From an optimization exercise on the open Yosys and OpenROAD flow, aimed at small area, a short achievable clock period and few clock cycles; shortcuts taken in it are not production practice.
The RTL was checked by simulation tests, not by an equivalence proof against the original design.
Power is estimated from default activity; no workload was simulated.

==> run a: inputs <==
==> flow/design.v <==
package cluster_feature_pkg;
    localparam int COORD_BITS       = 5;                         
    localparam int LABEL_BITS       = 6;                         
    localparam int NUM_BANKS        = 4;
    localparam int BANK_SEL_BITS    = $clog2(NUM_BANKS);         
    localparam int INDEX_BITS       = LABEL_BITS - BANK_SEL_BITS;
    localparam int BANK_DEPTH       = 1 << INDEX_BITS;
    localparam int SIZE_BITS        = 12;                        
    localparam int MIN_CLUSTER_SIZE = 8;
    localparam int COUNT_BITS       = 7;
    typedef enum logic [1:0] {
        OP_IDLE  = 2'd0,
        OP_ADD   = 2'd1,
        OP_CLEAR = 2'd2
    } bank_op_e;
    typedef struct packed {
        logic                  last;    
        logic [LABEL_BITS-1:0] label;
        logic [COORD_BITS-1:0] x;
        logic [COORD_BITS-1:0] y;
        logic [COORD_BITS-1:0] z;
    } voxel_t;
    typedef struct packed {
        bank_op_e              op;
        logic [INDEX_BITS-1:0] index;   
        logic [COORD_BITS-1:0] x;
        logic [COORD_BITS-1:0] y;
        logic [COORD_BITS-1:0] z;
    } bank_cmd_t;
    typedef struct packed {
        logic [SIZE_BITS-1:0]  size;
        logic [COORD_BITS-1:0] min_x;
        logic [COORD_BITS-1:0] max_x;
        logic [COORD_BITS-1:0] min_y;
        logic [COORD_BITS-1:0] max_y;
        logic [COORD_BITS-1:0] min_z;
        logic [COORD_BITS-1:0] max_z;
    } cluster_stats_t;
    typedef struct packed {
        logic                  found;           
        logic [COUNT_BITS-1:0] cluster_count;
        logic [SIZE_BITS-1:0]  size;            
        logic [COORD_BITS-1:0] centroid_x;
        logic [COORD_BITS-1:0] centroid_y;
        logic [COORD_BITS-1:0] centroid_z;
        logic [COORD_BITS-1:0] dim_x;
        logic [COORD_BITS-1:0] dim_y;
        logic [COORD_BITS-1:0] dim_z;
    } feature_t;
    localparam int CMD_W   = 2 + INDEX_BITS + 3 * COORD_BITS;
    localparam int STATS_W = SIZE_BITS + 6 * COORD_BITS;
endpackage
`timescale 1ns/1ps
module cluster_feature_top (
    input  logic        clk,
    input  logic        rst_n,
    input  logic        voxel_valid,
    output logic        voxel_ready,
    input  logic [21:0] voxel,       
    output logic        feature_valid,
    input  logic        feature_ready,
    output logic [49:0] feature
);
    localparam int NL = 64;
    logic       ready_q;
    logic [1:0] owed_q;
    logic       accept, handoff;
    logic [1:0] owed_d;
    assign voxel_ready = ready_q;
    assign accept      = voxel_valid & ready_q;
    assign handoff     = feature_valid & feature_ready;
    always_comb begin
        owed_d = owed_q;
        if (accept & voxel[21]) owed_d = owed_d + 2'd1;
        if (handoff)            owed_d = owed_d - 2'd1;
    end
    always_ff @(posedge clk or negedge rst_n) begin
        if (!rst_n) owed_q <= 2'd0;
        else        owed_q <= owed_d;
    end
    always_ff @(posedge clk) begin
        ready_q <= ~owed_d[1];
    end
    logic       vq_v;
    logic       vq_last;
    logic [5:0] vq_l;
    logic [4:0] vq_x, vq_y, vq_z;
    always_ff @(posedge clk or negedge rst_n) begin
        if (!rst_n) vq_v <= 1'b0;
        else        vq_v <= accept;
    end
    logic [NL-1:1] vq_oh;
    logic          vq_fwd;
    always_ff @(posedge clk) begin
        {vq_last, vq_l, vq_x, vq_y, vq_z} <= voxel;
        for (int i = 1; i < NL; i++) vq_oh[i] <= (voxel[20:15] == i);
        vq_fwd <= vq_v & (vq_l != 6'd0) & (voxel[20:15] == vq_l);
    end
    logic [41:0]   mem [1:NL-1];
    logic [NL-1:1] used_q;
    logic          fresh_q;      
    logic          s2_v, s2_last;
    logic [5:0]    s2_l;
    logic [4:0]    s2_x, s2_y, s2_z;
    logic [41:0]   s2_cur;
    logic          s2_cv;
    logic [NL-1:1] s2_oh;
    logic          we, clr;
    logic [41:0]   upd;
    assign we  = s2_v & (s2_l != 6'd0);
    assign clr = s2_v & s2_last;
    logic          fwd;
    logic [41:0]   rd;
    logic          rd_used;
    assign fwd = vq_fwd;
    always_comb begin
        rd      = 42'd0;
        rd_used = 1'b0;
        for (int i = 1; i < NL; i++) begin
            rd      = rd | ({42{vq_oh[i]}} & mem[i]);
            rd_used = rd_used | (vq_oh[i] & used_q[i]);
        end
        rd_used = rd_used & ~fresh_q;
        if (fwd) begin
            rd      = upd;
            rd_used = 1'b1;
        end
        if (clr) rd_used = 1'b0;     
    end
    always_ff @(posedge clk or negedge rst_n) begin
        if (!rst_n) s2_v <= 1'b0;
        else        s2_v <= vq_v;
    end
    always_ff @(posedge clk) begin
        {s2_last, s2_l, s2_x, s2_y, s2_z} <= {vq_last, vq_l, vq_x, vq_y, vq_z};
        s2_oh  <= vq_oh & {(NL-1){vq_v}};    
        s2_cur <= rd;
        s2_cv  <= rd_used;
    end
    logic        sat;
    logic [11:0] cs;
    always_comb begin
        cs  = s2_cv ? s2_cur[41:30] : 12'd0;
        sat = s2_cv & (s2_cur[41:30] == 12'hfff);
        if (!s2_cv) begin
            upd = {12'd1, s2_x, s2_x, s2_y, s2_y, s2_z, s2_z};
        end else begin
            upd[41:30] = sat ? s2_cur[41:30] : s2_cur[41:30] + 12'd1;
            upd[29:25] = (s2_x < s2_cur[29:25]) ? s2_x : s2_cur[29:25];
            upd[24:20] = (s2_x > s2_cur[24:20]) ? s2_x : s2_cur[24:20];
            upd[19:15] = (s2_y < s2_cur[19:15]) ? s2_y : s2_cur[19:15];
            upd[14:10] = (s2_y > s2_cur[14:10]) ? s2_y : s2_cur[14:10];
            upd[9:5]   = (s2_z < s2_cur[9:5])   ? s2_z : s2_cur[9:5];
            upd[4:0]   = (s2_z > s2_cur[4:0])   ? s2_z : s2_cur[4:0];
        end
    end
    always_ff @(posedge clk) begin
        for (int i = 1; i < NL; i++) begin
            if (s2_oh[i]) mem[i] <= upd;
        end
    end
    always_ff @(posedge clk) begin
        for (int i = 1; i < NL; i++) begin
            used_q[i] <= ~clr & ((used_q[i] & ~fresh_q) | s2_oh[i]);
        end
    end
    always_ff @(posedge clk or negedge rst_n) begin
        if (!rst_n) fresh_q <= 1'b1;
        else        fresh_q <= clr | (fresh_q & ~we);
    end
    logic [5:0]  best_l;
    logic [11:0] best_size, best_m1;
    logic [29:0] best_box;
    logic [6:0]  count_q;
    logic        hit, take;
    logic        m1_zero;    
    logic        lower;
    assign hit   = ~fresh_q & (s2_l == best_l);
    assign lower = (s2_l < best_l);
    assign take  = we & (hit | fresh_q |
                         (s2_cv ? (~sat & ((s2_cur[41:30] == best_size) |
                                           ((s2_cur[41:30] == best_m1) & lower)))
                                : (m1_zero & lower)));
    always_ff @(posedge clk) begin
        if (take) begin
            best_l   <= s2_l;
            best_box <= upd[29:0];
            if (!sat) begin
                best_size <= upd[41:30];
                best_m1   <= cs;
                m1_zero   <= (cs == 12'd0);
            end
        end
        if (s2_v) begin
            count_q <= fresh_q ? 7'd0 : count_q + {6'd0, we & s2_cv & (s2_cur[41:30] == 12'd7)};
        end
    end
    logic        rec_pend;
    logic        load;
    logic        found;
    logic [49:0] rec;
    logic [5:0]  sx, sy, sz;
    assign found = (count_q != 7'd0);
    assign load  = rec_pend & (~feature_valid | feature_ready);
    always_comb begin
        sx  = {1'b0, best_box[29:25]} + {1'b0, best_box[24:20]};
        sy  = {1'b0, best_box[19:15]} + {1'b0, best_box[14:10]};
        sz  = {1'b0, best_box[9:5]}   + {1'b0, best_box[4:0]};
        rec = {found, count_q, best_size, sx[5:1], sy[5:1], sz[5:1],
               best_box[24:20] - best_box[29:25],
               best_box[14:10] - best_box[19:15],
               best_box[4:0]   - best_box[9:5]};
        if (!found) rec = 50'd0;
    end
    always_ff @(posedge clk or negedge rst_n) begin
        if (!rst_n) begin
            rec_pend      <= 1'b0;
            feature_valid <= 1'b0;
        end else begin
            rec_pend      <= clr | (rec_pend & ~load);
            feature_valid <= load | (feature_valid & ~feature_ready);
        end
    end
    always_ff @(posedge clk or negedge rst_n) begin
        if (!rst_n)    feature <= 50'd0;
        else if (load) feature <= rec;
    end
endmodule
==> flow/flow/run.sh <==
#!/bin/bash
set -euo pipefail
MARGIN=6.55
bash standard.sh SETUP_SLACK_MARGIN=$MARGIN SKIP_GATE_CLONING=1 finish > standard_flow.log 2>&1
==> flow/standard.sh <==
#!/bin/bash
# synth_recipe.tcl (not shown) runs the flow's synth.tcl, then flattens the netlist and writes it again
# the make line also repeats each setting of config.mk as NAME=value (left out here)
make -C /OpenROAD-flow-scripts/flow DESIGN_CONFIG=/design/flow/config.mk WORK_HOME=/design/flow/orfs CLKGATE_MAP_FILE= SYNTH_SCRIPT=/design/flow/synth_recipe.tcl "${@:-finish}"
==> flow/config.mk <==
export PLATFORM = sky130hd
export DESIGN_NAME = cluster_feature_top
export DESIGN_NICKNAME = cluster_feature_top
export VERILOG_FILES = /design/flow/design.v
export SDC_FILE = /design/flow/constraint.sdc
export NUM_CORES = 4
export LEC_CHECK = 0
export CAP_MARGIN = 20
export CORE_MARGIN = 2
export CORE_UTILIZATION = 55
export CTS_CLUSTER_DIAMETER = 60
export CTS_CLUSTER_SIZE = 30
export SLEW_MARGIN = 20
==> flow/constraint.sdc <==
create_clock -name core_clock -period 10.0 [get_ports {clk}]
set_input_delay 2.0000 -clock core_clock [delete_from_list [all_inputs] [get_ports {clk}]]
set_output_delay 2.0000 -clock core_clock [all_outputs]
set_load 0.01 [all_outputs]
==> run b: changes against run a <==
--- a/flow/design.v
+++ b/flow/design.v
@@ -135,3 +135,3 @@
         {s2_last, s2_l, s2_x, s2_y, s2_z} <= {vq_last, vq_l, vq_x, vq_y, vq_z};
-        s2_oh  <= vq_oh & {(NL-1){vq_v}};    
+        s2_oh  <= vq_oh;
         s2_cur <= rd;
@@ -158,3 +158,3 @@
         for (int i = 1; i < NL; i++) begin
-            if (s2_oh[i]) mem[i] <= upd;
+            if (s2_v && s2_oh[i]) mem[i] <= upd;
         end
@@ -163,3 +163,3 @@
         for (int i = 1; i < NL; i++) begin
-            used_q[i] <= ~clr & ((used_q[i] & ~fresh_q) | s2_oh[i]);
+            used_q[i] <= ~clr & ((used_q[i] & ~fresh_q) | (s2_v & s2_oh[i]));
         end
==> flow/flow/run.sh (replaced) <==
#!/bin/bash
set -euo pipefail
MARGIN=6.6
bash standard.sh SETUP_SLACK_MARGIN=$MARGIN finish > standard_flow.log 2>&1
==> run c: changes against run a <==
--- a/flow/design.v
+++ b/flow/design.v
@@ -135,3 +135,3 @@
         {s2_last, s2_l, s2_x, s2_y, s2_z} <= {vq_last, vq_l, vq_x, vq_y, vq_z};
-        s2_oh  <= vq_oh & {(NL-1){vq_v}};    
+        s2_oh  <= vq_oh;
         s2_cur <= rd;
@@ -158,3 +158,3 @@
         for (int i = 1; i < NL; i++) begin
-            if (s2_oh[i]) mem[i] <= upd;
+            if (s2_v && s2_oh[i]) mem[i] <= upd;
         end
@@ -163,3 +163,3 @@
         for (int i = 1; i < NL; i++) begin
-            used_q[i] <= ~clr & ((used_q[i] & ~fresh_q) | s2_oh[i]);
+            used_q[i] <= ~clr & ((used_q[i] & ~fresh_q) | (s2_v & s2_oh[i]));
         end
==> flow/flow/run.sh (replaced) <==
#!/bin/bash
set -euo pipefail
MARGIN=6.55
bash standard.sh SETUP_SLACK_MARGIN=$MARGIN finish > standard_flow.log 2>&1
--- a/flow/config.mk
+++ b/flow/config.mk
@@ -10,4 +10,2 @@
 export CORE_UTILIZATION = 55
-export CTS_CLUSTER_DIAMETER = 60
-export CTS_CLUSTER_SIZE = 30
 export SLEW_MARGIN = 20
==> key figures <==
Outcome
  • Status: timing/DRC/antenna clean

Global route
  • Vias in the first global route: 63870

Synth
  • Cells after Synth: 6075
  • Post-Synth Adder-Cell Area: 0.008385
  • Synth Area in Compound Gates: 0.1089
  • Synth Area in Simple Gates: 0.04119

Power
  • P_seq: 14.4 mW
  • Combinational power: 1.50 mW

Cells and area
  • Fraction of area in multi-input gates: 0.1501
  • Final nets: 6447
Source of the figures above: run c

==> key figures <==
Routing
  • First drt pass iteration count: 8

Power
  • Combinational power: 1.50 mW
  • P_seq: 14.4 mW
  • Internal power: 18.39 mW
  • Clk. pwr: 8.56 mW

Flow run
  • Max cap viols: 1

Cells and area
  • Fraction of area in multi-input gates: 0.1545
  • Final nets: 6301

Synth
  • Synth Area in Simple Gates: 0.04119
  • Synth Area in Compound Gates: 0.1089
  • Cells after Synth: 6075

Global route
  • Vias in the first global route: 62600
  • Met1 Resource Use GR: 0.5900

STA
  • Slew Limit Fails: 3

Outcome
  • Layout check failures: max-capacitance violations, max-slew violations
  • Status: finished with violations

Worst hold path
  • Hold EP: s2_last$_DFF_P_

Die
  • # IOs: 78
Source of the figures above: run b

==> key figures <==
Outcome
  • Status: timing/DRC/antenna clean

Cells and area
  • Non-clk invs: 67
  • Fraction of area in multi-input gates: 0.1542
  • Number of flip-flops in the largest register: 2646
  • Final nets: 6294

Critical path
  • Crit path DAT: 4.00 ns
  • CP startpoint kind: flip-flop

Power
  • P_seq: 14.5 mW
  • Combinational power: 1.36 mW
  • Register share of total power: 0.595

Die
  • Die footprint: 201000 µm²

Synth
  • Cells after Synth: 6080
  • Synth Area in Compound Gates: 0.1117
  • Synth Area in Simple Gates: 0.04100

Global route
  • Vias in the first global route: 62960
  • Met3 usage: 0.1355

Clock tree
  • Root buffer cell: clkbuf_16
Source of the figures above: run a

Testbench counts of run a, summed over its fixed seeds: cycles 13,591.
Testbench counts of run b, summed over its fixed seeds: cycles 13,591.
Testbench counts of run c, summed over its fixed seeds: cycles 13,591.

[afterwards: timing with drivers on the ports]
In the flow no input, the clock included, has a driving cell. The finished layouts below were timed again as built, in two steps.
Step 1 assumes that a clkbuf_16 drives the clock port and a buf_2 every other input.
Step 2, shift: input delay + t, output delay - t, t = (earliest + latest rising clock arrival at the registers) / 2. This alone moves slack from input paths to output paths.
Three values: no drivers, after step 1, after step 2; two values: the first two.
| run | t (ns) | setup slack, ns | worst hold slack (ns) | slew at the worst register clock pin (ns) | pins driven straight from the clock port |
|---|---|---|---|---|---|
| run a | 0.980 | 6.522 / 6.469 / 5.863 | 0.335 / 0.335 / 0.335 | 0.11 / 0.11 | 1 |
| run b | 0.972 | 6.405 / 6.405 / 5.948 | 0.334 / 0.334 / 0.334 | 0.11 / 0.11 | 1 |
| run c | 1.033 | 6.389 / 6.389 / 5.794 | 0.329 / 0.329 / 0.329 | 0.07 / 0.07 | 1 |
The setup slack of run a, which loses most, moves by -0.053 ns with the drivers and by -0.659 ns with both steps.
